From an optimization exercise on the open Yosys and OpenROAD flow, aimed at small area, a short achievable clock period and few clock cycles; shortcuts taken in it are not production practice. Function was checked by simulation only, so behaviour that the tests miss may differ from the original. Power and IR drop assume default switching activity.

==> flow/design.v <==
`timescale 1ns/1ns
package mem_ctrl_pkg;
    localparam int addr_width = 32;
    localparam int data_width = 32;
    localparam int sb_depth       = 8;
    localparam int sb_index_width = 3;
    typedef logic [addr_width-1:0] addr_t;
    typedef logic [data_width-1:0] word_t;
    typedef logic [7:0]            byte_t;
    typedef enum logic [1:0] {
        size_byte = 2'd0,
        size_half = 2'd1,
        size_word = 2'd2
    } access_size_t;
    typedef enum logic [2:0] {
        op_lb  = 3'd0,
        op_lh  = 3'd1,
        op_lw  = 3'd2,
        op_lbu = 3'd3,
        op_lhu = 3'd4
    } load_op_t;
    typedef struct packed {
        addr_t        addr;
        word_t        data;
        access_size_t size;
    } store_entry_t;
    typedef struct packed {
        logic         write;
        addr_t        addr;
        access_size_t size;
        word_t        data;
    } burst_req_t;
    typedef struct packed {
        logic  write;
        addr_t addr;
        byte_t wdata;
    } ram_bus_t;
endpackage
`timescale 1ns/1ns
module mem_ctrl_top (
    input  logic        clk,
    input  logic        rst,
    output logic        ram_write,
    output logic [31:0] ram_addr,
    output logic [7:0]  ram_wdata,
    input  logic [7:0]  ram_rdata,
    input  logic        fetch_req,
    input  logic [31:0] fetch_pc,
    output logic        fetch_valid,
    output logic [31:0] fetch_inst,
    input  logic        load_req,
    input  logic [2:0]  load_op,
    input  logic [31:0] load_addr,
    output logic        load_valid,
    output logic [31:0] load_value,
    input  logic        commit_valid,
    input  logic [31:0] commit_addr,
    input  logic [31:0] commit_data,
    input  logic [1:0]  commit_size,
    output logic        buffer_full,
    input  logic        rollback
);
    localparam int SB_N = 7;
    function automatic logic [1:0] size_last(input logic [1:0] sz);
        case (sz)
            2'd0:    size_last = 2'd0;
            2'd1:    size_last = 2'd1;
            default: size_last = 2'd3;
        endcase
    endfunction
    function automatic logic [1:0] op_last(input logic [2:0] op);
        case (op)
            3'd0, 3'd3: op_last = 2'd0;
            3'd1, 3'd4: op_last = 2'd1;
            default:    op_last = 2'd3;
        endcase
    endfunction
    logic [31:0]     sb_addr [0:SB_N-1];
    logic [31:0]     sb_data [0:SB_N-1];
    logic [1:0]      sb_last [0:SB_N-1];
    logic [SB_N-1:0] sb_head;
    logic [SB_N-1:0] sb_tail;
    logic [SB_N-1:0] sb_cnt;
    logic [31:0] fa;          
    logic        sv;          
    logic [4:0]  iss;         
    logic        got4;        
    logic [1:0]  pid;         
    logic        s_own;       
    logic        blk;         
    logic        adv_q;       
    logic        cmp_pend;    
    logic        cmp_live;    
    logic [1:0]  cmp_pid;
    logic        load_pend;
    logic [31:0] load_addr_q;
    logic [2:0]  load_op_q;
    logic        bus_rd;
    logic        busy;        
    logic        bus_ld;
    logic        bus_lv;      
    logic [1:0]  bus_lane;
    logic [1:0]  bus_rem;     
    logic [1:0]  bus_pid;
    logic [23:0] st_data;
    logic        ret_v;
    logic        ret_ld;
    logic        ret_lv;
    logic [1:0]  ret_lane;
    logic        ret_last;
    logic [1:0]  ret_pid;
    logic        ret_sgn;
    logic [31:0] res;
    assign fetch_inst  = res;
    assign load_value  = res;
    logic sb_empty, sb_full, sb_lt6;
    assign sb_empty    = !sb_cnt[0];
    assign sb_full     = sb_cnt[SB_N-1];
    assign sb_lt6      = !sb_cnt[5];
    assign buffer_full = sb_full;
    logic [31:0] hd_addr;
    logic [31:0] hd_data;
    logic [1:0]  hd_last;
    always_comb begin
        hd_addr = '0;
        hd_data = '0;
        hd_last = '0;
        for (int i = 0; i < SB_N; i++) begin
            hd_addr = hd_addr | ({32{sb_head[i]}} & sb_addr[i]);
            hd_data = hd_data | ({32{sb_head[i]}} & sb_data[i]);
            hd_last = hd_last | ({2{sb_head[i]}} & sb_last[i]);
        end
    end
    logic        st_cont, ld_cont, blk_e;
    logic        r2, r3, r4, r5, s_go;
    logic        adv_wi, adv_wo;
    logic        hit0, restart, inval, s_rst;
    logic        cap_cmp, cap_cur3;
    logic [31:0] addr_inc;
    assign addr_inc = ram_addr + 32'd1;
    always_comb begin
        st_cont = busy && ram_write;
        ld_cont = busy && !ram_write;
        blk_e   = blk && !sb_empty;
        r2      = !busy && s_own && !blk_e && !iss[4] && sb_lt6;
        r3      = !busy && !r2 && !sb_empty;
        r5      = !busy && !r2 && sb_empty && !load_pend && !s_own && sv && !iss[4];
        s_go    = r2 || r5;
        adv_wi  = r2 && iss[3];
        adv_wo  = s_own && iss[4];
        hit0    = sv && !adv_q && (fetch_pc == fa);
        restart = fetch_req && !hit0;
        r4      = !busy && !r2 && sb_empty && load_pend;
        inval   = commit_valid && !fetch_req && (!s_own || rollback);
        s_rst   = restart || adv_wi || adv_wo || inval || r3 || r4;
        cap_cmp  = ret_v && !ret_ld && cmp_pend && (ret_pid == cmp_pid);
        cap_cur3 = ret_v && !ret_ld && !cap_cmp && (ret_pid == pid) && (ret_lane == 2'd3);
    end
    always_ff @(posedge clk) begin
        if (rst) begin
            sb_head <= SB_N'(1);
            sb_tail <= SB_N'(1);
            sb_cnt  <= '0;
        end else begin
            if (commit_valid) sb_tail <= {sb_tail[SB_N-2:0], sb_tail[SB_N-1]};
            if (r3)           sb_head <= {sb_head[SB_N-2:0], sb_head[SB_N-1]};
            if (commit_valid && !r3) sb_cnt <= {sb_cnt[SB_N-2:0], 1'b1};
            if (!commit_valid && r3) sb_cnt <= {1'b0, sb_cnt[SB_N-1:1]};
        end
    end
    always_ff @(posedge clk) begin
        for (int i = 0; i < SB_N; i++) begin
            if (sb_tail[i] && !sb_full) begin
                sb_addr[i] <= commit_addr;
                sb_data[i] <= commit_data;
                sb_last[i] <= size_last(commit_size);
            end
        end
    end
    always_ff @(posedge clk) begin
        if (fetch_req) begin
            fa <= fetch_pc;
        end else if (adv_q || adv_wo) begin
            fa <= addr_inc;
        end
        if (load_req) begin
            load_addr_q <= load_addr;
            load_op_q   <= load_op;
        end
    end
    always_ff @(posedge clk) begin
        if (rst) begin
            sv        <= 1'b0;
            iss       <= 5'd1;
            got4      <= 1'b0;
            pid       <= 2'd0;
            s_own     <= 1'b0;
            blk       <= 1'b0;
            adv_q     <= 1'b0;
            cmp_pend  <= 1'b0;
            cmp_live  <= 1'b0;
            cmp_pid   <= 2'd0;
            load_pend <= 1'b0;
        end else begin
            adv_q <= adv_wi;
            if (fetch_req) sv <= 1'b1;
            if (s_rst) begin
                iss  <= 5'd1;
                got4 <= 1'b0;
                pid  <= pid + 2'd1;
            end else begin
                if (s_go) iss <= {iss[3:0], 1'b0};
                got4 <= got4 || cap_cur3;
            end
            if (fetch_req) begin
                s_own <= 1'b1;
                blk   <= !sb_empty;
            end else begin
                if (adv_wi || adv_wo || rollback) s_own <= 1'b0;
                if (sb_empty)                     blk   <= 1'b0;
            end
            if (adv_wi || (adv_wo && !(got4 || cap_cur3))) begin
                cmp_pend <= 1'b1;
                cmp_live <= !rollback;
                cmp_pid  <= pid;
            end else if (cap_cmp && ret_lane == 2'd3) begin
                cmp_pend <= 1'b0;
                cmp_live <= 1'b0;
            end
            if (rollback) cmp_live <= 1'b0;
            if (load_req)            load_pend <= 1'b1;
            if (r4 || rollback)      load_pend <= 1'b0;
        end
    end
    always_ff @(posedge clk) begin
        if (rst) begin
            ram_write <= 1'b0;
            bus_rd    <= 1'b0;
            busy      <= 1'b0;
        end else begin
            ram_write <= st_cont || r3;
            bus_rd    <= ld_cont || r4 || s_go;
            if (busy)    busy <= (bus_rem != 2'd1);
            else if (r3) busy <= (hd_last != 2'd0);
            else if (r4) busy <= (op_last(load_op_q) != 2'd0);
            else         busy <= 1'b0;
        end
    end
    always_ff @(posedge clk) begin
        if (r3) begin
            ram_wdata <= hd_data[7:0];
            st_data   <= hd_data[31:8];
        end else begin
            ram_wdata <= st_data[7:0];
            st_data   <= {8'd0, st_data[23:8]};
        end
    end
    always_ff @(posedge clk) begin
        bus_pid <= pid;
        ram_addr <= addr_inc;
        if (busy) begin
            bus_lv    <= bus_lv && !rollback;
            bus_lane  <= bus_lane + 2'd1;
            bus_rem   <= bus_rem - 2'd1;
        end else if (r3) begin
            ram_addr  <= hd_addr;
            bus_rem   <= hd_last;
        end else if (r4) begin
            ram_addr  <= load_addr_q;
            bus_lane  <= 2'd0;
            bus_rem   <= op_last(load_op_q);
            bus_ld    <= 1'b1;
            bus_lv    <= !rollback;
        end else if (s_go) begin
            if (iss[0] && !adv_q) ram_addr <= fa;
            bus_lane  <= {iss[2] || iss[3], iss[1] || iss[3]};
            bus_rem   <= 2'd0;
            bus_ld    <= 1'b0;
        end
    end
    always_ff @(posedge clk) begin
        if (rst) begin
            ret_v <= 1'b0;
        end else begin
            ret_v <= bus_rd;
        end
        ret_ld   <= bus_ld;
        ret_lv   <= bus_lv && !rollback;
        ret_lane <= bus_lane;
        ret_last <= (bus_rem == 2'd0);
        ret_pid  <= bus_pid;
        ret_sgn  <= bus_ld && (load_op_q == 3'd0 || load_op_q == 3'd1);
    end
    logic fill;
    assign fill = ret_sgn && ram_rdata[7];
    always_ff @(posedge clk) begin
        if (ret_v) begin
            for (int j = 0; j < 4; j++) begin
                if (ret_lane == 2'(j)) begin
                    res[8*j +: 8] <= ram_rdata;
                end else if (ret_ld && ret_last && ret_lane < 2'(j)) begin
                    res[8*j +: 8] <= {8{fill}};
                end
            end
        end
    end
    always_ff @(posedge clk) begin
        if (rst) begin
            fetch_valid <= 1'b0;
            load_valid  <= 1'b0;
        end else begin
            fetch_valid <= !rollback && ((cap_cmp && cmp_live && ret_lane == 2'd3)
                                         || (adv_wo && (got4 || cap_cur3)));
            load_valid  <= !rollback && ret_v && ret_ld && ret_lv && ret_last;
        end
    end
endmodule
==> flow/flow/run.sh <==
#!/bin/bash
# Standard ORFS layout (the standard.sh) with smaller port buffers and
# larger clock-tree sink clusters without dummy loads.
export BUFFER_PORTS_ARGS="-buffer_cell sky130_fd_sc_hd__buf_2"
export CTS_ARGS="-sink_clustering_enable -repair_clock_nets -sink_clustering_size 25 -sink_clustering_max_diameter 80 -dont_use_dummy_load"
bash standard.sh > standard.log 2>&1
==> flow/standard.sh <==
#!/bin/bash
# synth_recipe.tcl (not shown) runs the flow's synth.tcl, then flattens the netlist and writes it again
# the make line also repeats each setting of config.mk as NAME=value (left out here)
make -C /OpenROAD-flow-scripts/flow DESIGN_CONFIG=/design/flow/config.mk WORK_HOME=/design/flow/orfs CLKGATE_MAP_FILE= SYNTH_SCRIPT=/design/flow/synth_recipe.tcl "${@:-finish}"
==> flow/config.mk <==
export PLATFORM = sky130hd
export DESIGN_NAME = mem_ctrl_top
export DESIGN_NICKNAME = mem_ctrl_top
export VERILOG_FILES = /design/flow/design.v
export SDC_FILE = /design/flow/constraint.sdc
export NUM_CORES = 4
export LEC_CHECK = 0
export CAP_MARGIN = 20
export CORE_MARGIN = 2
export CORE_UTILIZATION = 40
export SETUP_SLACK_MARGIN = 2.75
export SLEW_MARGIN = 20
==> flow/constraint.sdc <==
create_clock -name core_clock -period 5.0 [get_ports {clk}]
set_input_delay 1.0000 -clock core_clock [delete_from_list [all_inputs] [get_ports {clk}]]
set_output_delay 1.0000 -clock core_clock [all_outputs]
set_load 0.01 [all_outputs]
==> summary.md, run 1 <==
| Metric | Value |
|---|---|
| Status | complete, no violations |
| Sequential area share after synthesis | ~75% |
| Finished Layout Cells | roughly 2700 |
| Final wirelength | ~68000 µm |
| Crit-path cells | buf_2, xor2_1, nor4_2, nand4_1, o31ai_4, a21boi_1, mux2_1 |
| Final Skew | 0.0687 ns |
| Max rail drop VDD | ~0.00021 V |
| Vias in the first global route | around 15000 |
| RSZ-0062 raised after global routing | true |
| Crit share post-route | between 40% and 50% |
| Arr. time, crit path | 2.68 ns |
| DP HPWL | approximately 40000 µm |
| Final Util | 45.8% |
| Via count | 15100 |
| Min-Delay Endpoint | ret_pid[0] |
| Die width | approximately 260 µm |
| Crit-path slowest cell | nor4_2 |
| Share of cells above drive strength 1 | between 20% and 30% |
| Top FF cell, synth | edfxtp_1 |
| Clk pin slew, worst setup/hold paths | about 0.080 ns |
| Syn_area_per_cell | 16.2 µm² |
| Nets@finish | approximately 2000 |
| Die footprint | roughly 66000 µm² |
| Antenna violations before repair | 20 |
| CTS Sinks | just under 700 |
| Reg2Reg Setup Slack | 2.79 ns |
| Slew headroom | ~29% |
| Setup TNS | 0 ns |
| Number of max-slew violations in the final report | 0 |
| Met2 Wirelength | 31600 µm |
| Starting DRT DRC Count | roughly 1600 |
| Top Metal Used | met5 |
| GRT Total Usage | approximately 20% |
| Leakage power total | 9.95 nW |
| Vias per cell | 5.69 |
| Clk buf depth | 3 |
| Routability cong. | around 0.84 |
| Synthesized flop and latch total | between 600 and 700 |
| PortBufs | 254 |
| Clock root buffer | clkbuf_16 |
| Core box area | about 63000 µm² |
| Final hold violations | 0 |
| Hold_sp | bus_pid[0] |
| IO Pins | roughly 260 |
| Area growth syn-to-layout | 12.9% |
| Sequential Area | around 19000 µm² |
| Met3 WL | between 5000 and 6000 µm |
| Crit end category | flop |
| TritonCTS Buffers | 35 |
| H-tree depth | 2 |
| Die Y | roughly 260 µm |
| Final ANT Viol Nets | 0 |
| Worst hold path class | flop to flop |
| Critical R2R Capture | ram_addr[29] |
| Initial Util | ~40% |
| First-pass GRT wire length | between 90000 and 100000 µm |
| Ys Warns | 4 |
| Synthesized area | roughly 26000 µm² |
| Fin crit period | roughly 2.2 ns |
| Max FO, Critical Path | 3 |
| Fmax | about 0.45 GHz |
| Yosys cell types | 65 |
| Multi-input gate area | about 5800 µm² |
| Worst-skew pair later-pin latency | 0.57 ns |
| Worst Tran Pin Value | approximately 1.1 ns |
| M1 wire length | roughly 29000 µm |
| WP buf/inv | 1 |
| Design Power | ~12 mW |
| Fill cell count | 5520 |
| Core Rows | 92 |
| Worst Hold Depth | 0 |
| Cells after Synth | 1586 |
| WP data required | around 5.5 ns |
| Placed cell count | ~2600 |
| Crit path kind | input pin to flop |
| Power density cells | around 410 nW/µm² |
| Max Cap Violations | 0 |
| Startpoint Class | input pin |
| Final setup violation count | 0 |
| Worst R2R Start | sb_head[1] |
| Syn Nets | approximately 1700 |
| CTS tree | built |
| Number of enable flip-flop cells after synthesis | approximately 570 |
| GRT overflow | 0 |
| Max incr delay on CP | 0.36 ns |
| Largest net degree at the start of global routing | 60 |
| Async SR Flop Fraction | 0% |
| Routed len/inst | between 20 and 30 µm |
| Delay-heaviest family, CP | simple AND/OR/NAND/NOR gates |
| R2R cell count | 5 |
| Drt pass-1 iters | 7 |
| Drc violations | 0 |
## Yosys cell counts (3+ instances only)
cell      count  share of area [%]
o21a_1        3              0.088
xnor2_1      23               0.78
nand2b_1      3              0.073
mux2_1        5               0.22
edfxtp_1    567                 66
and4_1        3               0.10
nand4_1      11               0.27
nor4_1       11               0.27
nor2_1       74                1.1
inv_1        11               0.16
dfxtp_1     118                9.2
nand3_1      15               0.29
mux2i_1      28                1.1
clkbuf_1     73                1.1
buf_1        11               0.16
a22o_1       25               0.85
a222oi_1     66                2.6
a31o_2        7               0.24
o21ai_1      11               0.21
a22oi_1      85                2.5
a31oi_1      61                1.5
buf_4        35                1.0
a21oi_1      28               0.55
nand2_1      54               0.79
buf_2         5              0.097
nor3b_1       4               0.12
a221o_1      30                1.2
nor2b_1      17               0.41
nor3_1        5              0.097
mux2_2       30                1.3
a221oi_1     27               0.92
xor2_1       44                1.5
inv_2         4              0.058
and3_1        9               0.22
a21o_1       36                1.1
o21ai_0       5              0.097
nor2_2        3              0.073
ha_1          5               0.24
## per-stage QoR
stage	setup WS (ns)	hold WS (ns)	cell area (µm²)
detailed placement	2.13	0.312	27700
CTS	2.74	0.330	28700
floorplan	2.36	0.310	25700
global placement	2.15	0.312	27700
global route	2.73	0.351	29000
finish	2.77	0.330	29000
## placed cells by master (no fill, tap or decap), types with 25 or more instances in the layout
cell type and instances:
a21o_1 36, a21oi_1 27, a221o_1 30, a221oi_1 27, a222oi_1 66, a22o_1 25, a22oi_1 85, a31oi_1 61
buf_2 253, buf_4 36, clkbuf_16 35, dfxtp_1 90, edfxtp_1 567, mux2_2 30, mux2i_1 28, nand2_1 53
nor2_1 74, xor2_1 44
## layout make-up
cell class	count	share of cell area [%]
multi-input combinational	761	20.0
tap	846	3.65
inverter	15	0.229
sequential	685	67.1
antenna	11	0.0950
timing repair buffer	301	5.87
clock buffer	35	3.02
## what timing repair did
action,CTS,global route
gates cloned,1,0
pin swaps,10,13
setup endpoints to repair,234,92
resized for setup,39,31
hold buffers,0,0
setup buffers,7,12
## where the power goes
group / total [mW] / leakage [nW] / switching, mW / internal [mW]
combinational: 1.87 / 3.26 / 1.07 / 0.800
sequential: 7.10 / 6.25 / 0.407 / 6.69
clock: 2.95 / 0.431 / 1.69 / 1.26
## flip-flops by register name (all words and copies together), names as in the netlist, 3 cells and up
signal / count
fa: 32
sb_last: 14
ram_wdata: 8
sb_head: 7
iss: 5
sb_addr: 224
load_op_q: 3
res: 32
sb_cnt: 7
st_data: 24
sb_data: 224
sb_tail: 7
ram_addr: 32
load_addr_q: 32
## how the worst max path moves through the flow
| stage | from | endpoint | slack [ns] | cells after the start |
|---|---|---|---|---|
| CTS | blk | ram_addr[31] | 2.74 | 7 |
| global placement | fetch_req | iss[0] | 2.15 | 6 |
| global route | sb_cnt[0] | busy | 2.73 | 6 |
| finish | fetch_pc[12] | pid[1] | 2.77 | 7 |
| floorplan | sb_cnt[6] | sb_addr[6][0] | 2.36 | 1 |
| detailed placement | busy | ram_addr[31] | 2.13 | 6 |
## cell families (layout without fill, tap and decap cells)
family                     Yosys count  in the layout  synth area share (%)
buffers and inverters              141            351                  2.66
adders and majority gates            5              5                 0.244
DFF                                685            685                  75.5
muxes                               63             63                  2.63
other                                0             11                     0
and+or+nand+nor                    225            225                  4.44
xor gates and xnor gates            67             67                  2.28
AOI/OAI and AO/OA                  400            401                  12.3
## routing by layer
layer	up-vias	track usage, %
met5	-	0
met4	12	5.07
met3	92	4.28
met2	636	30.9
met1	7613	27.8
li1	6747	-
Testbench counts, summed over its fixed seeds: cycles 65,693.
==> run 2, diff against run 1 <==
--- a/flow/config.mk
+++ b/flow/config.mk
@@ -8,5 +8,5 @@
 export CAP_MARGIN = 20
 export CORE_MARGIN = 2
 export CORE_UTILIZATION = 40
-export SETUP_SLACK_MARGIN = 2.75
+export SETUP_SLACK_MARGIN = 2.5
 export SLEW_MARGIN = 20
==> summary.md, run 2 <==
| Metric | Value |
|---|---|
| Final Skew | a little under 0.04 ns |
| Sequential area share after synthesis | around three quarters |
| Starting DRT DRC Count | approximately 1700 |
| Arr. time, crit path | 2.77 ns |
| Core box area | approximately 63000 µm² |
| Yosys top cell by area | edfxtp_1 |
| Final ANT Viol Nets | 0 |
| Top flop regs | sb_addr x224, sb_data x224 |
| Nets@finish | 1936 |
| Worst R2R Start | ram_addr[3] |
| Yosys cell types | 65 |
| IO Pins | 255 |
| Cts hold-fix bufs | 0 |
| Crit end category | flop |
| Synthesized flop and latch total | roughly 690 |
| Design Power | between 10 and 15 mW |
| RSZ-0062 raised after global routing | true |
| Most frequent cells in the layout | edfxtp_1, buf_2, dfxtp_1 |
| First-pass GRT wire length | 97500 µm |
| DP HPWL | roughly 40000 µm |
| Commonest non-fill, non-tap cell in the layout | edfxtp_1 |
| Max rail drop VDD | 0.000253 V |
| Die footprint | about 66000 µm² |
| Syn_area_per_cell | around 16 µm² |
| WP data required | between 5 and 6 ns |
| Vias in the first global route | 14500 |
| Final wirelength | approximately 67000 µm |
| Worst Hold Depth | 0 |
| R2R cell count | 6 |
| Async SR Flop Fraction | 0% |
| Finished Layout Cells | 2636 |
| Top-area cell type share of the netlist area | about two thirds |
| Max FO, Critical Path | 5 |
| GRT Total Usage | approximately a fifth |
| Final setup violation count | 0 |
| Hold_sp | bus_pid[1] |
| Worst hold path class | flop to flop |
| Max Cap Violations | 0 |
| Clock root buffer | clkbuf_16 |
| Syn Nets | between 1500 and 2000 |
| Crit path kind | flop to flop |
| Drt pass-1 iters | 8 |
| Number of enable flip-flop cells after synthesis | 567 |
| Power density cells | just over 400 nW/µm² |
| Worst Tran Pin Value | 1.04 ns |
| Critical path origin | ram_addr[3] |
| Antenna violations before repair | 19 |
| PortBufs | 254 |
| Routed len/inst | 25.3 µm |
| Area growth syn-to-layout | 11.8% |
| TritonCTS Buffers | 37 |
| Ys Warns | 4 |
| Number of max-slew violations in the final report | 0 |
| Dpl cell area | 27700 µm² |
| Die width | ~260 µm |
| Clk pin slew, worst setup/hold paths | 0.10 ns |
| Final hold violations | 0 |
| Placed cell count | 2585 |
| Synthesized area | approximately 26000 µm² |
| Core Rows | slightly above 90 |
| Fin crit period | 2.45 ns |
| Leakage power total | roughly 9.9 nW |
| Via count | approximately 15000 |
| Design area | about 29000 µm² |
| Vias per cell | between 5 and 6 |
| CTS Sinks | slightly below 700 |
| Routability cong. | between 0.8 and 0.9 |
| Setup TNS | 0 ns |
| Largest net degree at the start of global routing | 57 |
| Synth top area cells | edfxtp_1, dfxtp_1, a222oi_1 |
| Crit share post-route | about 49% |
| Fmax | 0.409 GHz |
| Final Util | a little under half |
| Share of cells above drive strength 1 | between 20 and 25% |
| Initial Util | approximately 40% |
| Cells after Synth | 1586 |
| Clk buf depth | 3 |
| GRT overflow | 0 |
| Top cells by count, synth | edfxtp_1, dfxtp_1, a22oi_1, nor2_1, clkbuf_1 |
| Startpoint Class | flop |
| Drc violations | 0 |
| Top FF cell, synth | edfxtp_1 |
| Die Y | 257 µm |
| Most common cell in the netlist | edfxtp_1 |
| Status | complete, no violations |
| H-tree depth | 2 |
| Slew headroom | a little under a third |
| Worst-skew pair later-pin latency | 0.59 ns |
| CTS tree | built |
## run 2: cell counts after synthesis
No cell type changed its count.
## run 2: cell families after synthesis
logic type	after synthesis	synth area share, %
compound gates	400	12.3
buf+inv	141	2.66
fa+ha+maj	5	0.244
xor+xnor	67	2.28
mux	63	2.63
flops	685	75.5
simple gates	225	4.44
## run 2: final timing paths
kind,end,slack [ns]
max,fa[30],2.55
max reg2reg,fa[30],2.55
min,ret_pid[1],0.33
min reg2reg,ret_pid[1],0.33
## run 2: final cells by class
cell class,instances,area (µm²)
Inverter,15,61.3
Antenna cell,8,20.0
Tap cell,846,1060
Multi-Input combinational cell,761,5720
Timing Repair Buffer,284,1510
Sequential cell,685,19400
Clock buffer,37,926
Fill cell,5546,34600
## run 2: power by group
part / total (mW) / switching (mW) / internal [mW] / leakage, nW
registers: 7.09 / 0.415 / 6.67 / 6.25
clock network: 3.03 / 1.70 / 1.32 / 0.456
logic: 1.79 / 1.05 / 0.745 / 3.16
total: 11.9 / 3.17 / 8.74 / 9.86
## run 2: metrics by stage
step	worst slack, ns	hold slack, ns
6_report	2.55	0.330
5_1_grt	2.50	0.341
4_1_cts	2.51	0.331
3_5_place_dp	2.03	0.313
3_3_place_gp	2.04	0.311
2_1_floorplan	2.36	0.310
## run 2: critical path, stage by stage, from the launching register on
cell and delay [ns]:
dfxtp_1 0.44, and3_1 0.30, nand4_1 0.29, or4_4 0.66
nor2_2 0.11, xor2_1 0.11, mux2_2 0.27
## run 2: metal layers
| metal | wire length, µm | part of all wire, % | global-route usage (%) |
|---|---|---|---|
| met4 | 1470 | 2.2 | 5.35 |
| met2 | 31500 | 47 | 31.1 |
| met3 | 5080 | 7.6 | 4.14 |
| met1 | 28500 | 43 | 27.3 |
| met5 | 87 | 0.13 | 0 |
## run 2: timing repair
item	CTS	global route
gates cloned	1	0
resized for setup	6	13
pin swaps	1	1
endpoints found under the setup margin	80	63
buffers inserted	1	4
hold endpoints to repair	0	0
==> run 3, diff against run 2 <==
--- a/flow/config.mk
+++ b/flow/config.mk
@@ -7,6 +7,6 @@
 export LEC_CHECK = 0
 export CAP_MARGIN = 20
 export CORE_MARGIN = 2
-export CORE_UTILIZATION = 40
-export SETUP_SLACK_MARGIN = 2.5
+export CORE_UTILIZATION = 55
+export SETUP_SLACK_MARGIN = 2.7
 export SLEW_MARGIN = 20
==> summary.md, run 3 <==
| Metric | Value |
|---|---|
| Drc violations | 0 |
| WP data required | between 5 and 6 ns |
| Fin crit period | about 2.3 ns |
| Vias per cell | ~6.2 |
| DP HPWL | between 30000 and 40000 µm |
| Drt pass-1 iters | 8 |
| Worst-skew pair later-pin latency | between 0.5 and 0.6 ns |
| Die width | about 220 µm |
| Top-area cell type share of the netlist area | 66.3% |
| Top cells by count, synth | edfxtp_1, dfxtp_1, a22oi_1, nor2_1, clkbuf_1 |
| Design Power | 11.9 mW |
| Core Rows | approximately 80 |
| Startpoint Class | flop |
| Area growth syn-to-layout | 11.6% |
| Synth top area cells | edfxtp_1, dfxtp_1, a222oi_1 |
| Final setup violation count | 0 |
| Via count | ~15000 |
| CTS Sinks | about 700 |
| TritonCTS Buffers | 37 |
| Max Cap Violations | 0 |
| Crit path to | ram_addr[25] |
| GRT overflow | 0 |
| Most common cell in the netlist | edfxtp_1 |
| Clock root buffer | clkbuf_16 |
| Reg2Reg Setup Slack | about 2.7 ns |
| RSZ-0062 raised after global routing | true |
| Placed cell count | between 2000 and 2500 |
| Number of max-slew violations in the final report | 0 |
| Syn Nets | between 1500 and 2000 |
| Vias in the first global route | between 10000 and 15000 |
| Cells after Synth | ~1600 |
| Synthesized flop and latch total | 685 |
| Core box area | ~46000 µm² |
| Async SR Flop Fraction | 0% |
| Most frequent cells in the layout | edfxtp_1, buf_2, dfxtp_1 |
| Starting DRT DRC Count | about 1600 |
| Final Skew | 0.0371 ns |
| Crit end category | flop |
| Crit share post-route | a little under half |
| Power density cells | 414 nW/µm² |
| CTS tree | built |
| Final wirelength | between 60000 and 70000 µm |
| Leakage power total | between 9 and 10 nW |
| Status | complete, no violations |
| Design area | around 29000 µm² |
| Setup TNS | 0 ns |
| Routability cong. | around 0.84 |
| Crit path kind | flop to flop |
| Place WS | 1.91 ns |
| Worst Tran Pin Value | approximately 1.0 ns |
| Yosys cell types | 65 |
| Finished Layout Cells | 2401 |
| First-pass GRT wire length | between 90000 and 100000 µm |
| Fin Hold WS | between 0.3 and 0.4 ns |
| Final hold violations | 0 |
| Syn_area_per_cell | between 15 and 20 µm² |
| Ys Warns | 4 |
| Final ANT Viol Nets | 0 |
| Fill cell count | roughly 3500 |
| Initial Util | 55.4% |
| Clk pin slew, worst setup/hold paths | around 0.09 ns |
| Max rail drop VDD | approximately 0.00028 V |
| Arr. time, crit path | approximately 2.7 ns |
| Yosys top cell by area | edfxtp_1 |
| Number of enable flip-flop cells after synthesis | between 500 and 600 |
| Hold_sp | bus_pid[0] |
| Worst hold path class | flop to flop |
| PortBufs | between 200 and 300 |
| GRT Total Usage | ~26% |
| Die footprint | between 40000 and 50000 µm² |
| Top FF cell, synth | edfxtp_1 |
| IO Pins | 255 |
| Multi-input gate area | a little under 6000 µm² |
| Worst R2R Start | sb_head[4] |
| Final Util | 61.9% |
| Routed len/inst | between 20 and 30 µm |
| Commonest non-fill, non-tap cell in the layout | edfxtp_1 |
| Critical path origin | sb_head[4] |
| Top flop regs | sb_addr x224, sb_data x224 |
| H-tree depth | 2 |
| Synthesized area | between 20000 and 30000 µm² |
| Antenna violations before repair | 12 |
| Nets@finish | 1941 |
| Die Y | between 200 and 250 µm |
| PnR worst setup slack | between 2 and 3 ns |
| R2R cell count | 6 |
| Critical R2R Capture | ram_addr[25] |
| Largest net degree at the start of global routing | between 60 and 70 |
| Fmax | ~0.44 GHz |
| Sequential area share after synthesis | roughly 75% |
| Clk buf depth | 3 |
| Slew headroom | between 30% and 40% |
| Share of cells above drive strength 1 | 24.0% |
| Sequential Area | roughly 19000 µm² |
| Dpl cell area | between 20000 and 30000 µm² |
| Max FO, Critical Path | 23 |
==> run 3: changes by cell type in the layout (fill, tap and decap cells not counted), moves of 3 or more <==
cell	previous run	this run
buf_4	26	23
dfxtp_2	5	14
dfxtp_1	109	98
buf_12	0	5
nor4_1	11	8
==> run 3: how the worst min path moves through the flow <==
stage / end / slack, ns / depth (start not counted)
after floorplan: ret_pid[0] / 0.31 / 0
after global placement: ret_pid[0] / 0.31 / 0
final: ret_pid[0] / 0.33 / 0
after detailed placement: ret_pid[0] / 0.31 / 0
after CTS: ret_pid[0] / 0.33 / 0
after global routing: ret_pid[0] / 0.34 / 0
==> run 3: critical path: stages (launching register included) <==
cell and delay (ns):
dfxtp_2 0.70, buf_4 0.44, a222oi_1 0.17, a31oi_1 0.53
a221o_1 0.19, a21oi_1 0.04, o21ai_1 0.07
==> run 3: layout make-up <==
class                   count  share of cell area, %
clock buffers              37                   3.23
flip-flops and latches    685                   67.8
diodes                      7                 0.0611
repair buffers            290                   5.83
well taps                 607                   2.65
multi-input cells         760                   20.2
inverters                  15                  0.231
==> run 3: kinds of logic (layout without fill, tap and decap cells) <==
group,after synthesis,in the layout,synth area share (%)
AO/OA/AOI/OAI,400,400,12.3
XOR/XNOR,67,67,2.28
adder cells (fa/ha/maj),5,5,0.244
buffers and inverters,141,342,2.66
flip-flops,685,685,75.5
multiplexers,63,63,2.63
other,0,7,0
AND/OR/NAND/NOR,225,225,4.44
==> run 3: layer usage <==
metal | GRT usage [%] | up-vias | wire length, µm
met5 | 0 | - | 80
met4 | 6.53 | 12 | 1150
met3 | 3.33 | 80 | 4420
met2 | 40.4 | 558 | 29400
met1 | 38.3 | 7572 | 28000
li1 | - | 6726 | -
==> run 3: timing repair <==
action / CTS / global route
gates cloned: 0 / 0
endpoints found under the setup margin: 162 / 74
setup buffers: 8 / 2
hold buffers: 0 / 0
resized for setup: 26 / 30
pin swaps: 4 / 3
==> run 3: power by group <==
part	total (mW)	switching [mW]	leakage, nW	internal (mW)
Combinational	1.80	1.03	3.23	0.775
Clock	2.99	1.67	0.456	1.33
Sequential	7.07	0.391	6.25	6.68
Total	11.9	3.08	9.93	8.78
==> run 4, diff against run 3 <==
--- a/flow/config.mk
+++ b/flow/config.mk
@@ -7,6 +7,7 @@
 export LEC_CHECK = 0
 export CAP_MARGIN = 20
 export CORE_MARGIN = 2
-export CORE_UTILIZATION = 55
+export CORE_UTILIZATION = 40
+export PLACE_DENSITY = 0.8
 export SETUP_SLACK_MARGIN = 2.7
 export SLEW_MARGIN = 20
==> summary.md, run 4 <==
| Metric | Value |
|---|---|
| Final Util | between 40 and 50% |
| Critical R2R Capture | fa[28] |
| Startpoint Class | flop |
| Setup TNS | 0 ns |
| Synth top area cells | edfxtp_1, dfxtp_1, a222oi_1 |
| Number of enable flip-flop cells after synthesis | 567 |
| Top cells by count, synth | edfxtp_1, dfxtp_1, a22oi_1, nor2_1, clkbuf_1 |
| Core Rows | a little over 90 |
| PortBufs | between 200 and 300 |
| Antenna violations before repair | 21 |
| Cells after Synth | about 1600 |
| Crit path to | ram_addr[6] |
| XOR/XNOR share of the synthesized area | between 2 and 2.5% |
| Yosys cell types | 65 |
| Final setup violation count | 0 |
| Adder-Cell Fraction of Synth Area | less than 1% |
| Final wirelength | roughly 65000 µm |
| Multi-input gate area | roughly 5800 µm² |
| Max FO, Critical Path | 6 |
| Final hold violations | 0 |
| RSZ-0062 raised after global routing | true |
| Fill cell count | 5373 |
| Cts hold-fix bufs | 0 |
| Vias per cell | roughly 5.8 |
| GRT overflow | 0 |
| Crit end category | output port |
| First-pass GRT wire length | approximately 95000 µm |
| Drc violations | 0 |
| Clock root buffer | clkbuf_16 |
| Most frequent cells in the layout | edfxtp_1, buf_2, dfxtp_1 |
| Via count | 15400 |
| CTS tree | built |
| Die width | between 200 and 300 µm |
| Largest family of logic cells by synthesized area | compound AO/OA/AOI/OAI gates |
| Worst R2R Start | ram_addr[3] |
| Power density cells | about 410 nW/µm² |
| Routed len/inst | roughly 25 µm |
| Yosys top cell by area | edfxtp_1 |
| Async SR Flop Fraction | 0% |
| Final Skew | 0.0824 ns |
| Synthesized area | approximately 26000 µm² |
| H-tree depth | 2 |
| Max incr delay on CP | roughly 0.49 ns |
| Area growth syn-to-layout | 11.9% |
| Max rail drop VDD | 0.000200 V |
| Core box area | roughly 63000 µm² |
| Stages on worst setup path | 1 |
| Fin crit period | ~2.3 ns |
| Starting DRT DRC Count | 2050 |
| Top-area cell type share of the netlist area | around two thirds |
| Syn Nets | between 1500 and 2000 |
| Largest net degree at the start of global routing | 69 |
| Clk buf depth | 3 |
| Most common cell in the netlist | edfxtp_1 |
| Fmax | 0.441 GHz |
| Commonest non-fill, non-tap cell in the layout | edfxtp_1 |
| Status | complete, no violations |
| WP data required | ~4.0 ns |
| Sequential area share after synthesis | 75.5% |
| Simple-Gate Fraction of Synth Area | between 4 and 5% |
| Die Y | roughly 260 µm |
| R2R cell count | 6 |
| Arr. time, crit path | between 1 and 1.5 ns |
| Worst Tran Pin Value | between 1 and 1.5 ns |
| GRT Total Usage | roughly a fifth |
| Max Cap Violations | 0 |
| Drt pass-1 iters | 8 |
| Top flop regs | sb_addr x224, sb_data x224 |
| Crit share post-route | a little under half |
| Slew headroom | between 20% and 30% |
| Routability cong. | about 0.9 |
| Worst-skew pair later-pin latency | between 0.5 and 0.6 ns |
| DP HPWL | a little under 40000 µm |
| Crit-path slowest cell | dfxtp_1 |
| Leakage power total | between 9 and 10 nW |
| Crit-path cells | buf_2 |
| CTS Sinks | between 600 and 700 |
| Delay-heaviest family, CP | flip-flops |
| Mux share of post-synthesis cell area | under 10% |
| Worst hold path class | flop to flop |
| Dpl cell area | around 28000 µm² |
| Reg2Reg Setup Slack | 2.73 ns |
| Sequential Area | 19400 µm² |
| Clk pin slew, worst setup/hold paths | about 0.09 ns |
| Initial Util | about two fifths |
| Crit path kind | flop to output port |
| Ys Warns | 4 |
| Compound-cell area share of the yosys netlist | 12.3% |
| Final ANT Viol Nets | 0 |
| Critical path origin | ram_addr[6] |
| Synthesized flop and latch total | between 600 and 700 |
| Fin Hold WS | 0.334 ns |
| Syn_area_per_cell | roughly 16 µm² |
| Die footprint | 66200 µm² |
| Share of cells above drive strength 1 | a little under a quarter |
| Top FF cell, synth | edfxtp_1 |
| Vias in the first global route | ~15000 |
| TritonCTS Buffers | 36 |
| Number of max-slew violations in the final report | 0 |
| WP buf/inv | 1 |
| Nets@finish | approximately 1900 |
| IO Pins | approximately 260 |
| Design area | approximately 29000 µm² |
run 4: cell type report:
| cell class | count | area share (%) |
|---|---|---|
| Timing Repair Buffer | 279 | 5.19 |
| Sequential cell | 685 | 67.6 |
| Clock buffer | 36 | 3.14 |
| Antenna cell | 9 | 0.0784 |
| Tap cell | 846 | 3.68 |
| Inverter | 15 | 0.222 |
| Multi-Input combinational cell | 760 | 20.0 |
run 4: routing by layer:
metal | track usage [%] | up-vias | wire length (µm)
met3 | 4.35 | 112 | 6600
met5 | 0 | - | 146
met4 | 5.60 | 24 | 1550
met1 | 25.2 | 7716 | 25100
li1 | - | 6681 | -
met2 | 30.5 | 827 | 31200
run 4: worst min path at each step:
| stage | start | endpoint | slack [ns] | depth (start not counted) |
|---|---|---|---|---|
| 6_report | bus_pid[1] | ret_pid[1] | 0.33 | 0 |
| 5_1_grt | bus_pid[1] | ret_pid[1] | 0.35 | 0 |
| 3_3_place_gp | bus_pid[1] | ret_pid[1] | 0.31 | 0 |
| 3_5_place_dp | bus_pid[1] | ret_pid[1] | 0.31 | 0 |
| 2_1_floorplan | bus_pid[0] | ret_pid[0] | 0.31 | 0 |
| 4_1_cts | bus_pid[1] | ret_pid[1] | 0.34 | 0 |
run 4: where the power goes:
| group | total (mW) | internal (mW) | switching [mW] |
|---|---|---|---|
| combinational | 1.79 | 0.760 | 1.03 |
| clock | 2.95 | 1.29 | 1.67 |
| sequential | 7.13 | 6.69 | 0.443 |
| total | 11.9 | 8.73 | 3.14 |
run 4: stage by stage:
stage,cells,setup WS (ns),power [mW]
floorplan,1586,2.36,8.18
global placement,2582,2.01,8.89
detailed placement,2582,2.01,8.94
CTS,2620,2.71,11.8
global route,2626,2.65,12.3
finish,2630,2.73,11.9
run 4: cell families (layout without fill, tap and decap cells):
| kind of cell | Yosys count | after routing |
|---|---|---|
| muxes | 63 | 63 |
| and+or+nand+nor | 225 | 225 |
| xor gates and xnor gates | 67 | 67 |
| adders and majority gates | 5 | 5 |
| buffers and inverters | 141 | 330 |
| DFF | 685 | 685 |
| AOI/OAI and AO/OA | 400 | 400 |
| other | 0 | 9 |
run 4: repair_timing:
item	CTS	global route
setup endpoints to repair	108	48
resized for setup	21	23
cloned	0	0
buffers inserted	2	1
pin swaps	1	4
==> run 5, diff against run 4 <==
==> flow/flow/run.sh (replaced) <==
#!/bin/bash
# Standard ORFS layout (the standard.sh) with smaller port buffers and
# larger clock-tree sink clusters without dummy loads.
export BUFFER_PORTS_ARGS="-buffer_cell sky130_fd_sc_hd__buf_1"
export CTS_ARGS="-sink_clustering_enable -repair_clock_nets -sink_clustering_size 25 -sink_clustering_max_diameter 80 -dont_use_dummy_load"
bash standard.sh > standard.log 2>&1
--- a/flow/config.mk
+++ b/flow/config.mk
@@ -8,6 +8,5 @@
 export CAP_MARGIN = 20
 export CORE_MARGIN = 2
 export CORE_UTILIZATION = 40
-export PLACE_DENSITY = 0.8
 export SETUP_SLACK_MARGIN = 2.7
 export SLEW_MARGIN = 20
==> summary.md, run 5 <==
| Metric | Value |
|---|---|
| Synthesized area | ~26000 µm² |
| Commonest non-fill, non-tap cell in the layout | edfxtp_1 |
| CTS tree | built |
| Most common cell in the netlist | edfxtp_1 |
| Max Cap Violations | 0 |
| Worst hold path class | flop to flop |
| Crit path kind | flop to flop |
| Vias in the first global route | 14900 |
| Area growth syn-to-layout | 11.3% |
| Via count | between 15000 and 20000 |
| Drt pass-1 iters | 6 |
| First-pass GRT wire length | about 97000 µm |
| Top cells by count, synth | edfxtp_1, dfxtp_1, a22oi_1, nor2_1, clkbuf_1 |
| Status | complete, no violations |
| Arr. time, crit path | 2.73 ns |
| DP HPWL | about 40000 µm |
| Number of enable flip-flop cells after synthesis | between 500 and 600 |
| Die width | ~260 µm |
| Syn_area_per_cell | between 15 and 20 µm² |
| CTS Sinks | 685 |
| Leakage power total | 9.23 nW |
| Final Skew | 0.0647 ns |
| Dpl cell area | ~27000 µm² |
| Die footprint | between 60000 and 70000 µm² |
| Clock root buffer | clkbuf_16 |
| Async SR Flop Fraction | 0% |
| Share of cells above drive strength 1 | approximately a tenth |
| RSZ-0062 raised after global routing | true |
| Design area | around 29000 µm² |
| Final ANT Viol Nets | 0 |
| Routability cong. | around 0.85 |
| Max FO, Critical Path | 7 |
| GRT overflow | 0 |
| Sequential area share after synthesis | roughly 75% |
| Max rail drop VDD | roughly 0.00025 V |
| Syn Nets | 1738 |
| Core box area | between 60000 and 70000 µm² |
| Power density cells | slightly above 400 nW/µm² |
| Top flop regs | sb_addr x224, sb_data x224 |
| Clk pin slew, worst setup/hold paths | approximately 0.09 ns |
| GRT Total Usage | 19.3% |
| Startpoint Class | flop |
| Synthesized flop and latch total | roughly 700 |
| Vias per cell | around 5.7 |
| Number of max-slew violations in the final report | 0 |
| Fin Hold WS | ~0.33 ns |
| Crit-path cells | and4_1, nand3_4, nor4_4, buf_4, mux2_1, a221oi_1, o21ai_1 |
| Final hold violations | 0 |
| Routed len/inst | ~25 µm |
| Crit end category | flop |
| Starting DRT DRC Count | approximately 1500 |
| Worst Tran Pin Value | around 1.1 ns |
| Ys Warns | 4 |
| Fin crit period | between 2 and 2.5 ns |
| Final Util | a little under half |
| Final wirelength | between 60000 and 70000 µm |
| Max incr delay on CP | 0.44 ns |
| Top FF cell, synth | edfxtp_1 |
| Yosys cell types | 65 |
| Nets@finish | approximately 1900 |
| Synth top area cells | edfxtp_1, dfxtp_1, a222oi_1 |
| Crit-path slowest cell | dfxtp_1 |
| Clk buf depth | 3 |
| Crit share post-route | 45.5% |
| Final setup violation count | 0 |
| Core Rows | 92 |
| Place WS | around 2.0 ns |
| Antenna violations before repair | 16 |
| Setup TNS | 0 ns |
| Die Y | around 260 µm |
| Most frequent cells in the layout | edfxtp_1, buf_1, dfxtp_1 |
| WP data required | approximately 5.5 ns |
| PnR worst setup slack | around 2.7 ns |
| Largest net degree at the start of global routing | 59 |
| Cts hold-fix bufs | 0 |
| Yosys top cell by area | edfxtp_1 |
| Fmax | approximately 0.44 GHz |
| Slew headroom | around a quarter |
| Top-area cell type share of the netlist area | 66.3% |
| PortBufs | between 200 and 300 |
| Drc violations | 0 |
| Cells after Synth | between 1500 and 2000 |
| Initial Util | 40.6% |
| TritonCTS Buffers | 36 |
| Worst-skew pair later-pin latency | a little under 0.6 ns |
| IO Pins | 255 |
| H-tree depth | 2 |
[run 5: cell counts after synthesis]
No cell type changed its count.
[run 5: layout make-up]
cell class              instances  area (µm²)
flip-flops and latches        685       19400
well taps                     846        1060
fillers                      5597       34700
diodes                          8        20.0
clock buffers                  36         901
multi-input cells             760        5750
inverters                      15        66.3
repair buffers                289        1350
[run 5: kinds of logic (layout without fill, tap and decap cells)]
logic type	count (synthesis)	after routing	share of synthesized area [%]
other cells	0	8	0
flops	685	685	75.5
mux	63	63	2.63
xor+xnor	67	67	2.28
buf+inv	141	340	2.66
simple gates	225	225	4.44
compound gates	400	400	12.3
fa+ha+maj	5	5	0.244
[run 5: per-layer routing]
metal | track usage, % | part of all wire (%) | wire (µm) | vias up
li1 | - | - | - | 6719
met1 | 25.4 | 41 | 27300 | 7652
met2 | 31.9 | 49 | 32100 | 533
met3 | 4.91 | 7.8 | 5160 | 86
met4 | 4.82 | 1.9 | 1250 | 18
met5 | 0 | 0.18 | 116 | -
[run 5: repair_timing]
action,4_1_cts,5_1_grt
endpoints found under the setup margin,170,56
pin swaps,2,4
gates resized for setup,22,33
cloned,0,1
buffers inserted,5,2
[run 5: worst max-delay path, delay by kind of cell (launching register included)]
family                 cells  cell delay [ns]
buffers and inverters      1             0.19
DFF                        1             0.44
and+or+nand+nor            3             0.75
AOI/OAI and AO/OA          2             0.44
muxes                      1             0.32
[run 5: path summary, 6_finish.rpt]
| path | startpoint | end | slack [ns] | cells past startpoint |
|---|---|---|---|---|
| hold reg to reg | bus_pid[0] | ret_pid[0] | 0.33 | 0 |
| setup / recovery | ram_addr[11] | ram_addr[27] | 2.73 | 7 |
| setup reg to reg | ram_addr[11] | ram_addr[27] | 2.73 | 7 |
| hold / removal | bus_pid[0] | ret_pid[0] | 0.33 | 0 |
[run 5: stage by stage]
step | power, mW | instances
floorplan | 8.18 | 1586
global placement | 8.85 | 2584
detailed placement | 8.88 | 2587
CTS | 11.8 | 2628
global route | 12.3 | 2635
finish | 11.8 | 2639
[run 5: power by group]
part | total, mW | internal [mW] | switching, mW
sequential | 7.10 | 6.68 | 0.413
combinational | 1.74 | 0.710 | 1.03
clock | 2.97 | 1.29 | 1.68
==> run 6, diff against run 5 <==
==> flow/flow/run.sh (replaced) <==
#!/bin/bash
# Standard ORFS layout (the standard.sh) with smaller port buffers and
# larger clock-tree sink clusters without dummy loads.
export BUFFER_PORTS_ARGS="-buffer_cell sky130_fd_sc_hd__buf_2"
export CTS_ARGS="-sink_clustering_enable -repair_clock_nets -sink_clustering_size 25 -sink_clustering_max_diameter 80 -dont_use_dummy_load"
bash standard.sh > standard.log 2>&1
--- a/flow/config.mk
+++ b/flow/config.mk
@@ -5,8 +5,8 @@
 export SDC_FILE = /design/flow/constraint.sdc
 export NUM_CORES = 4
 export LEC_CHECK = 0
-export CAP_MARGIN = 20
+export CAP_MARGIN = 0
 export CORE_MARGIN = 2
 export CORE_UTILIZATION = 40
 export SETUP_SLACK_MARGIN = 2.7
-export SLEW_MARGIN = 20
+export SLEW_MARGIN = 0
==> summary.md, run 6 <==
| Metric | Value |
|---|---|
| Top-area cell type share of the netlist area | ~66% |
| Sequential area share after synthesis | between 70% and 80% |
| Yosys cell types | 65 |
| TritonCTS Buffers | 36 |
| Fmax | roughly 0.44 GHz |
| Crit-path slowest cell | or4_4 |
| Critical R2R Capture | fa[30] |
| Core box area | 63300 µm² |
| Final hold violations | 0 |
| Number of enable flip-flop cells after synthesis | 567 |
| Initial Util | 40.6% |
| Number of max-slew violations in the final report | 0 |
| Synthesized flop and latch total | just under 700 |
| Setup TNS | 0 ns |
| Clk pin slew, worst setup/hold paths | ~0.1 ns |
| Die footprint | 66200 µm² |
| Delay-heaviest family, CP | simple AND/OR/NAND/NOR gates |
| GRT overflow | 0 |
| Worst R2R Start | ram_addr[3] |
| Status | complete, no violations |
| Leakage power total | around 9.9 nW |
| Fill cell count | roughly 5600 |
| Top cells by count, synth | edfxtp_1, dfxtp_1, a22oi_1, nor2_1, clkbuf_1 |
| Syn Nets | 1738 |
| Vias in the first global route | ~15000 |
| Core Rows | between 90 and 100 |
| R2R cell count | 6 |
| Clock root buffer | clkbuf_16 |
| Share of cells above drive strength 1 | between 20% and 30% |
| Antenna violations before repair | 21 |
| Die Y | approximately 260 µm |
| CTS Sinks | 685 |
| Max incr delay on CP | about 0.67 ns |
| Nets@finish | 1937 |
| Finished Layout Cells | between 2000 and 3000 |
| Die width | ~260 µm |
| Placed cell count | 2588 |
| Drc violations | 0 |
| Arr. time, crit path | 2.60 ns |
| DP HPWL | 40600 µm |
| Final ANT Viol Nets | 0 |
| Starting DRT DRC Count | approximately 1800 |
| Most used routing layer | met2 |
| Met1 usage | 26.5% |
| RSZ-0062 raised after global routing | true |
| IO Pins | 255 |
| PortBufs | about 250 |
| Startpoint Class | flop |
| Grt met2 use | 32.1% |
| Yosys top cell by area | edfxtp_1 |
| Hold_sp | bus_pid[1] |
| Cells after Synth | 1586 |
| Commonest non-fill, non-tap cell in the layout | edfxtp_1 |
| Vias per cell | ~5.7 |
| Crit end category | flop |
| Max Cap Violations | 0 |
| Final wirelength | around 66000 µm |
| Syn_area_per_cell | roughly 16 µm² |
| Top flop regs | sb_addr x224, sb_data x224 |
| Fin crit period | 2.28 ns |
| Final Skew | between 0.08 and 0.09 ns |
| Async SR Flop Fraction | 0% |
| Worst Hold Depth | 0 |
| Power density cells | about 410 nW/µm² |
| Worst hold path class | flop to flop |
| Slew headroom | between 20% and 30% |
| Synth top area cells | edfxtp_1, dfxtp_1, a222oi_1 |
| Worst Tran Pin Value | 1.11 ns |
| Fin Hold WS | around 0.33 ns |
| Routability cong. | 0.878 |
| Crit-path cells | and3_4, nand4_1, or4_4, nor2_4, xor2_1, mux2_2 |
| Crit path kind | flop to flop |
| Clk buf depth | 3 |
| Synthesized area | between 20000 and 30000 µm² |
| Ys Warns | 4 |
| Min-Delay Endpoint | ret_pid[1] |
| Cts hold-fix bufs | 0 |
| WP buf/inv | 0 |
| GR Util met3 | 4.44% |
| Area growth syn-to-layout | 12.2% |
| CTS tree | built |
| Max rail drop VDD | about 0.00024 V |
| Via count | between 15000 and 20000 |
| Largest net degree at the start of global routing | between 50 and 60 |
| Max FO, Critical Path | 5 |
| WP data required | 5.32 ns |
| Most frequent cells in the layout | edfxtp_1, buf_2, dfxtp_1 |
| Drt pass-1 iters | 6 |
| Worst-skew pair later-pin latency | around 0.61 ns |
| Routed len/inst | around 25 µm |
| Stages on worst setup path | 6 |
| GRT Total Usage | between 10% and 20% |
| First-pass GRT wire length | just under 100000 µm |
| Final setup violation count | 0 |
| Dpl cell area | approximately 28000 µm² |
| Crit share post-route | between 40% and 50% |
| Reg2Reg Setup Slack | roughly 2.7 ns |
| Design area | 28800 µm² |
| Most common cell in the netlist | edfxtp_1 |
| Top FF cell, synth | edfxtp_1 |
| H-tree depth | 2 |
## run 6: layout make-up
cell class | count | area (µm²) | share of cell area, %
Antenna cell | 9 | 22.5 | 0.0782
Multi-Input combinational cell | 761 | 5760 | 20.0
Clock buffer | 36 | 901 | 3.13
Inverter | 15 | 66.3 | 0.230
Tap cell | 846 | 1060 | 3.67
Sequential cell | 685 | 19400 | 67.5
Timing Repair Buffer | 286 | 1570 | 5.45
## run 6: what timing repair did
item	CTS	global route
pin swaps	4	2
gates resized for setup	25	30
gates cloned	0	1
setup buffers	3	1
endpoints found under the setup margin	149	63
## run 6: cells by family (layout without fill, tap and decap cells)
| logic type | count (synthesis) | in the layout | synth area share [%] |
|---|---|---|---|
| AND/OR/NAND/NOR | 225 | 226 | 4.44 |
| buffers and inverters | 141 | 337 | 2.66 |
| AO/OA/AOI/OAI | 400 | 400 | 12.3 |
| XOR/XNOR | 67 | 67 | 2.28 |
| multiplexers | 63 | 63 | 2.63 |
| adder cells (fa/ha/maj) | 5 | 5 | 0.244 |
| flip-flops | 685 | 685 | 75.5 |
| other | 0 | 9 | 0 |
## run 6: worst max path at each step
stage	start	endpoint	slack [ns]
2_1_floorplan	sb_cnt[6]	sb_addr[6][0]	2.36
3_3_place_gp	fetch_pc[7]	pid[1]	2.13
3_5_place_dp	fetch_pc[7]	pid[1]	2.13
4_1_cts	sb_head[2]	ram_addr[28]	2.70
5_1_grt	iss[4]	iss[0]	2.67
6_report	ram_addr[3]	fa[30]	2.72
## run 6: report_power, final
part	total, mW	switching, mW	internal, mW
Combinational	1.83	1.06	0.767
Sequential	7.07	0.387	6.69
Clock	2.98	1.69	1.29
## run 6: through the flow
step | setup WS, ns | utilization (%) | total power, mW
after global placement | 2.13 | 43.7 | 8.94
after floorplan | 2.36 | - | 8.18
after CTS | 2.70 | 45.3 | 11.9
final | 2.72 | 45.5 | 11.9
after detailed placement | 2.13 | 43.7 | 8.96
after global routing | 2.67 | 45.5 | 12.3
## run 6: worst reg2reg max path: stages (launching register included)
cell and delay [ns]:
dfxtp_4 0.38, and3_4 0.22, nand4_1 0.25, or4_4 0.67
nor2_4 0.12, xor2_1 0.10, mux2_2 0.28
## run 6: routing by layer
layer | vias to the layer above | wire length (µm)
li1 | 6723 | -
met1 | 7715 | 27800
met2 | 542 | 32300
met3 | 78 | 5060
met4 | 20 | 1020
met5 | - | 125
==> run 7, diff against run 6 <==
--- a/flow/config.mk
+++ b/flow/config.mk
@@ -5,8 +5,8 @@
 export SDC_FILE = /design/flow/constraint.sdc
 export NUM_CORES = 4
 export LEC_CHECK = 0
-export CAP_MARGIN = 0
+export CAP_MARGIN = 20
 export CORE_MARGIN = 2
 export CORE_UTILIZATION = 40
 export SETUP_SLACK_MARGIN = 2.7
-export SLEW_MARGIN = 0
+export SLEW_MARGIN = 20
==> summary.md, run 7 <==
| Metric | Value |
|---|---|
| Top flop regs | sb_addr x224, sb_data x224 |
| First-pass GRT wire length | 97200 µm |
| PortBufs | 254 |
| Starting DRT DRC Count | about 1700 |
| Crit-path cells | buf_2 |
| Die footprint | roughly 66000 µm² |
| Clk pin slew, worst setup/hold paths | around 0.080 ns |
| Yosys top cell by area | edfxtp_1 |
| Number of max-slew violations in the final report | 0 |
| Core box area | between 60000 and 70000 µm² |
| Fin crit period | approximately 2.3 ns |
| Synthesized flop and latch total | 685 |
| Drt pass-1 iters | 6 |
| Status | complete, no violations |
| Share of cells above drive strength 1 | between 20 and 25% |
| Worst Tran Pin Value | roughly 1.1 ns |
| Crit-path slowest cell | dfxtp_1 |
| Most frequent cells in the layout | edfxtp_1, buf_2, dfxtp_1 |
| Worst-skew pair later-pin latency | just over 0.6 ns |
| Switch Pwr | around 3.1 mW |
| Sequential area share after synthesis | 75.5% |
| Crit share post-route | 45.1% |
| Register share of total power | 59.6% |
| Cts hold-fix bufs | 0 |
| Core Rows | 92 |
| Reg2Reg Setup Slack | 2.77 ns |
| Die Y | between 200 and 300 µm |
| Power density cells | between 400 and 500 nW/µm² |
| Final wirelength | about 66000 µm |
| Critical path origin | ram_addr[25] |
| Worst hold path class | flop to flop |
| Arr. time, crit path | 1.25 ns |
| Largest net degree at the start of global routing | 58 |
| CTS Sinks | 685 |
| TritonCTS Buffers | 36 |
| Max incr delay on CP | ~0.48 ns |
| DP HPWL | 40600 µm |
| Final setup violation count | 0 |
| RSZ-0062 raised after global routing | true |
| Clock network power share | 25.1% |
| Max Cap Violations | 0 |
| Setup TNS | 0 ns |
| GRT overflow | 0 |
| Fmax | ~0.44 GHz |
| Design area | 28800 µm² |
| P_int | 8.72 mW |
| H-tree depth | 2 |
| Cells after Synth | about 1600 |
| Final Skew | 0.0977 ns |
| Most common cell in the netlist | edfxtp_1 |
| Crit path kind | flop to output port |
| CTS tree | built |
| Synthesized area | around 26000 µm² |
| Ys Warns | 4 |
| Top FF cell, synth | edfxtp_1 |
| Drc violations | 0 |
| Yosys cell types | 65 |
| IO Pins | ~260 |
| Worst R2R Start | sb_head[0] |
| Dpl cell area | about 28000 µm² |
| Syn Nets | between 1500 and 2000 |
| Crit path to | ram_addr[25] |
| Net Sw Frac | a little over a quarter |
| Delay-heaviest family, CP | flip-flops |
| Vias in the first global route | approximately 15000 |
| Commonest non-fill, non-tap cell in the layout | edfxtp_1 |
| Area growth syn-to-layout | 12.0% |
| R2R cell count | 5 |
| Synth top area cells | edfxtp_1, dfxtp_1, a222oi_1 |
| Crit end category | output port |
| Comb pwr share | 15.3% |
| Routed len/inst | ~25 µm |
| Stages on worst setup path | 1 |
| Top cells by count, synth | edfxtp_1, dfxtp_1, a22oi_1, nor2_1, clkbuf_1 |
| Via count | around 15000 |
| Vias per cell | 5.69 |
| Slew headroom | between 20% and 30% |
| Routability cong. | 0.878 |
| Final ANT Viol Nets | 0 |
| Max rail drop VDD | between 0.00015 and 0.0002 V |
| Startpoint Class | flop |
| Clk buf depth | 3 |
| Initial Util | between 40 and 50% |
| Final Util | about 45% |
| Clock root buffer | clkbuf_16 |
| WP data required | around 4.0 ns |
| GRT Total Usage | approximately a fifth |
| WP buf/inv | 1 |
| Nets@finish | 1935 |
| Async SR Flop Fraction | 0% |
| Max FO, Critical Path | 7 |
| Die width | ~260 µm |
| Number of enable flip-flop cells after synthesis | 567 |
| Leakage power total | approximately 9.9 nW |
| Final hold violations | 0 |
| Critical R2R Capture | ram_addr[15] |
| Fin Hold WS | 0.327 ns |
| Antenna violations before repair | 24 |
| Fill cell count | approximately 5500 |
| Syn_area_per_cell | 16.2 µm² |
| Top-area cell type share of the netlist area | about two thirds |
| Design Power | 11.8 mW |
==> run 7: cell types whose count changed in the layout (fill, tap and decap cells not counted), sizes merged <==
cell,change
buf,-1
diode,+2
nor2b,-1
==> run 7: repair_timing <==
action / in CTS / in global routing
pin swaps: 3 / 2
setup endpoints to repair: 102 / 79
gates resized for setup: 20 / 19
buffers inserted: 2 / 0
==> run 7: kinds of logic after synthesis <==
| logic type | Yosys count | synth area share [%] |
|---|---|---|
| and+or+nand+nor | 225 | 4.44 |
| buffers and inverters | 141 | 2.66 |
| muxes | 63 | 2.63 |
| adders and majority gates | 5 | 0.244 |
| DFF | 685 | 75.5 |
| xor gates and xnor gates | 67 | 2.28 |
| AOI/OAI and AO/OA | 400 | 12.3 |
==> run 7: power groups by stage <==
stage                     sequential, mW  clock (mW)  combinational [mW]
after global routing                7.11        3.23                1.96
final                               7.06        2.97                1.82
after floorplan                     7.12           0                1.06
after detailed placement            7.17           0                1.78
after CTS                           7.04        3.06                1.81
after global placement              7.16           0                1.78
==> run 7: final cells by class <==
cell class	instances	area [µm²]	share of cell area (%)
sequential	685	19400	67.5
multi-input combinational	760	5730	19.9
timing repair buffer	285	1570	5.46
tap	846	1060	3.68
clock buffer	36	901	3.13
inverter	15	66.3	0.230
antenna	11	27.5	0.0957
==> run 7: worst reg2reg max path, cell delays in order, from the launching register on <==
cell	delay, ns
dfxtp_2	0.66
buf_8	0.46
a22oi_1	0.19
a31oi_1	0.56
a221o_1	0.21
a21o_1	0.08
==> run 7: per-layer routing <==
metal,GRT usage [%],vias to the layer above,part of all wire [%]
li1,-,6713,-
met1,26.6,7600,42
met2,31.5,593,48
met3,4.23,91,7.8
met4,4.82,24,1.9
met5,0,-,0.21
==> run 7: how the worst min path moves through the flow <==
stage                             to  cells past startpoint  startpoint  slack (ns)
after floorplan           ret_pid[0]                      0  bus_pid[0]        0.31
after global placement    ret_pid[0]                      0  bus_pid[0]        0.31
after detailed placement  ret_pid[0]                      0  bus_pid[0]        0.31
after CTS                 ret_pid[0]                      0  bus_pid[0]        0.33
after global routing      ret_pid[0]                      0  bus_pid[0]        0.34
final                     ret_pid[1]                      0  bus_pid[1]        0.33
==> run 7: metrics by stage <==
step / instances / setup WS [ns]
global route: 2634 / 2.65
CTS: 2627 / 2.71
floorplan: 1586 / 2.36
finish: 2638 / 2.75
detailed placement: 2589 / 2.12
global placement: 2588 / 2.13
==> run 8, diff against run 7 <==
--- a/flow/config.mk
+++ b/flow/config.mk
@@ -5,6 +5,7 @@
 export SDC_FILE = /design/flow/constraint.sdc
 export NUM_CORES = 4
 export LEC_CHECK = 0
+export ABC_CLOCK_PERIOD_IN_PS = 2300
 export CAP_MARGIN = 20
 export CORE_MARGIN = 2
 export CORE_UTILIZATION = 40
==> summary.md, run 8 <==
| Metric | Value |
|---|---|
| Final Util | 45.5% |
| CTS tree | built |
| Syn_area_per_cell | approximately 16 µm² |
| Core box area | 63300 µm² |
| Final setup violation count | 0 |
| Crit path kind | flop to output port |
| Clock root buffer | clkbuf_16 |
| Area growth syn-to-layout | 12.0% |
| Critical R2R Capture | ram_addr[15] |
| Final ANT Viol Nets | 0 |
| Crit share post-route | a little under half |
| Arr. time, crit path | about 1.3 ns |
| Clk buf depth | 3 |
| Delay-heaviest family, CP | flip-flops |
| Simple-Gate Fraction of Synth Area | ~4.4% |
| Slew headroom | 27.8% |
| Status | complete, no violations |
| TritonCTS Buffers | 36 |
| Fill cell count | about 5500 |
| Top cells by count, synth | edfxtp_1, dfxtp_1, a22oi_1, nor2_1, clkbuf_1 |
| Min-Delay Endpoint | ret_pid[1] |
| Crit-path cells | buf_2 |
| Leakage power total | a little under 10 nW |
| CTS Sinks | around 690 |
| Cts hold-fix bufs | 0 |
| Synthesized flop and latch total | a little under 700 |
| Fin crit period | about 2.3 ns |
| Share of cells above drive strength 1 | a little under a quarter |
| Max FO, Critical Path | 7 |
| Top flop regs | sb_addr x224, sb_data x224 |
| Worst Tran Pin Value | roughly 1.1 ns |
| Antenna violations before repair | 24 |
| Max incr delay on CP | roughly 0.48 ns |
| Adder-Cell Fraction of Synth Area | less than 1% |
| Fin Hold WS | around 0.33 ns |
| Async SR Flop Fraction | 0% |
| First-pass GRT wire length | 97200 µm |
| Yosys cell types | 65 |
| Max Cap Violations | 0 |
| Via count | around 15000 |
| Nets@finish | ~1900 |
| Final wirelength | 65800 µm |
| Yosys top cell by area | edfxtp_1 |
| Mux share of post-synthesis cell area | between 2 and 3% |
| Routed len/inst | about 25 µm |
| Cells after Synth | 1586 |
| Worst Hold Depth | 0 |
| Die footprint | about 66000 µm² |
| Die width | about 260 µm |
| XOR/XNOR share of the synthesized area | between 2 and 2.5% |
| WP data required | about 4 ns |
| Startpoint Class | flop |
| Worst R2R Start | sb_head[0] |
| WP buf/inv | 1 |
| H-tree depth | 2 |
| GRT Total Usage | 19.4% |
| Initial Util | between 40% and 50% |
| RSZ-0062 raised after global routing | true |
| Synth top area cells | edfxtp_1, dfxtp_1, a222oi_1 |
| Clk pin slew, worst setup/hold paths | approximately 0.080 ns |
| Fmax | 0.444 GHz |
| Hold_sp | bus_pid[1] |
| Worst hold path class | flop to flop |
| Syn Nets | 1738 |
| Sequential area share after synthesis | between 70 and 80% |
| Routability cong. | 0.878 |
| R2R cell count | 5 |
| GRT overflow | 0 |
| Final hold violations | 0 |
| Max rail drop VDD | ~0.00019 V |
| Largest family of logic cells by synthesized area | compound AO/OA/AOI/OAI gates |
| Number of enable flip-flop cells after synthesis | between 500 and 600 |
| Number of max-slew violations in the final report | 0 |
| Crit end category | output port |
| PortBufs | roughly 250 |
| Commonest non-fill, non-tap cell in the layout | edfxtp_1 |
| Top FF cell, synth | edfxtp_1 |
| Power density cells | between 400 and 500 nW/µm² |
| Compound-cell area share of the yosys netlist | 12.3% |
| Most frequent cells in the layout | edfxtp_1, buf_2, dfxtp_1 |
| IO Pins | about 260 |
| Largest net degree at the start of global routing | 58 |
| Vias in the first global route | between 10000 and 15000 |
| Setup TNS | 0 ns |
| Core Rows | between 90 and 100 |
| Crit-path slowest cell | dfxtp_1 |
| Synthesized area | 25700 µm² |
| Final Skew | slightly below 0.1 ns |
| Drc violations | 0 |
| Reg2Reg Setup Slack | about 2.8 ns |
| Ys Warns | 4 |
| Vias per cell | ~5.7 |
| Worst-skew pair later-pin latency | approximately 0.61 ns |
| Most common cell in the netlist | edfxtp_1 |
| Starting DRT DRC Count | between 1500 and 2000 |
| Drt pass-1 iters | 6 |
| DP HPWL | 40600 µm |
| Die Y | about 260 µm |
| Top-area cell type share of the netlist area | roughly two thirds |
[run 8: power breakdown]
part | internal [mW] | total (mW) | switching (mW)
combinational | 0.755 | 1.82 | 1.06
clock | 1.29 | 2.97 | 1.68
sequential | 6.67 | 7.06 | 0.381
total | 8.72 | 11.8 | 3.12
[run 8: kinds of logic after synthesis]
group / after synthesis
buffers and inverters: 141
AND/OR/NAND/NOR: 225
AO/OA/AOI/OAI: 400
XOR/XNOR: 67
multiplexers: 63
flip-flops: 685
adder cells (fa/ha/maj): 5
[run 8: layer usage]
metal	global-route usage, %	vias to the layer above	wire (µm)
met5	0	-	139
met2	31.5	593	31600
li1	-	6713	-
met1	26.6	7600	27700
met4	4.82	24	1220
met3	4.23	91	5160
[run 8: worst max path at each step]
stage	depth (start not counted)	slack, ns	end	startpoint
2_1_floorplan	1	2.36	sb_addr[6][0]	sb_cnt[6]
3_3_place_gp	7	2.13	pid[1]	fetch_pc[7]
6_report	1	2.75	ram_addr[25]	ram_addr[25]
5_1_grt	7	2.65	iss[0]	s_own
4_1_cts	1	2.71	ram_addr[25]	ram_addr[25]
3_5_place_dp	7	2.12	pid[1]	fetch_pc[7]
[run 8: stage by stage]
step	instances	setup WS (ns)	power, mW	area, µm²
after floorplan	1586	2.36	8.18	25700
after global placement	2588	2.13	8.94	27700
after detailed placement	2589	2.12	8.95	27700
after CTS	2627	2.71	11.9	28700
after global routing	2634	2.65	12.3	28800
final	2638	2.75	11.8	28800
[run 8: timing repair]
| item | CTS | global route |
|---|---|---|
| setup buffers | 2 | 0 |
| resized for setup | 20 | 19 |
| pin swaps | 3 | 2 |
| gates cloned | 0 | 0 |
| setup endpoints to repair | 102 | 79 |
[run 8: layout make-up]
cell class	instances	area [µm²]	area share (%)
multi-input combinational	760	5730	19.9
sequential	685	19400	67.5
antenna	11	27.5	0.0957
tap	846	1060	3.68
clock buffer	36	901	3.13
inverter	15	66.3	0.230
timing repair buffer	285	1570	5.46
[run 8: worst reg2reg max path: stages, from the launching register on]
cell and delay, ns:
dfxtp_2 0.66, buf_8 0.46, a22oi_1 0.19, a31oi_1 0.56, a221o_1 0.21, a21o_1 0.08

Check on run 8: ideal ports give 2.746 ns setup slack; a clkbuf_16 on the clock port and buf_2 on the inputs give 2.682 ns; moving port delays by the midpoint clock arrival (0.617 ns) as well gives 2.255 ns.
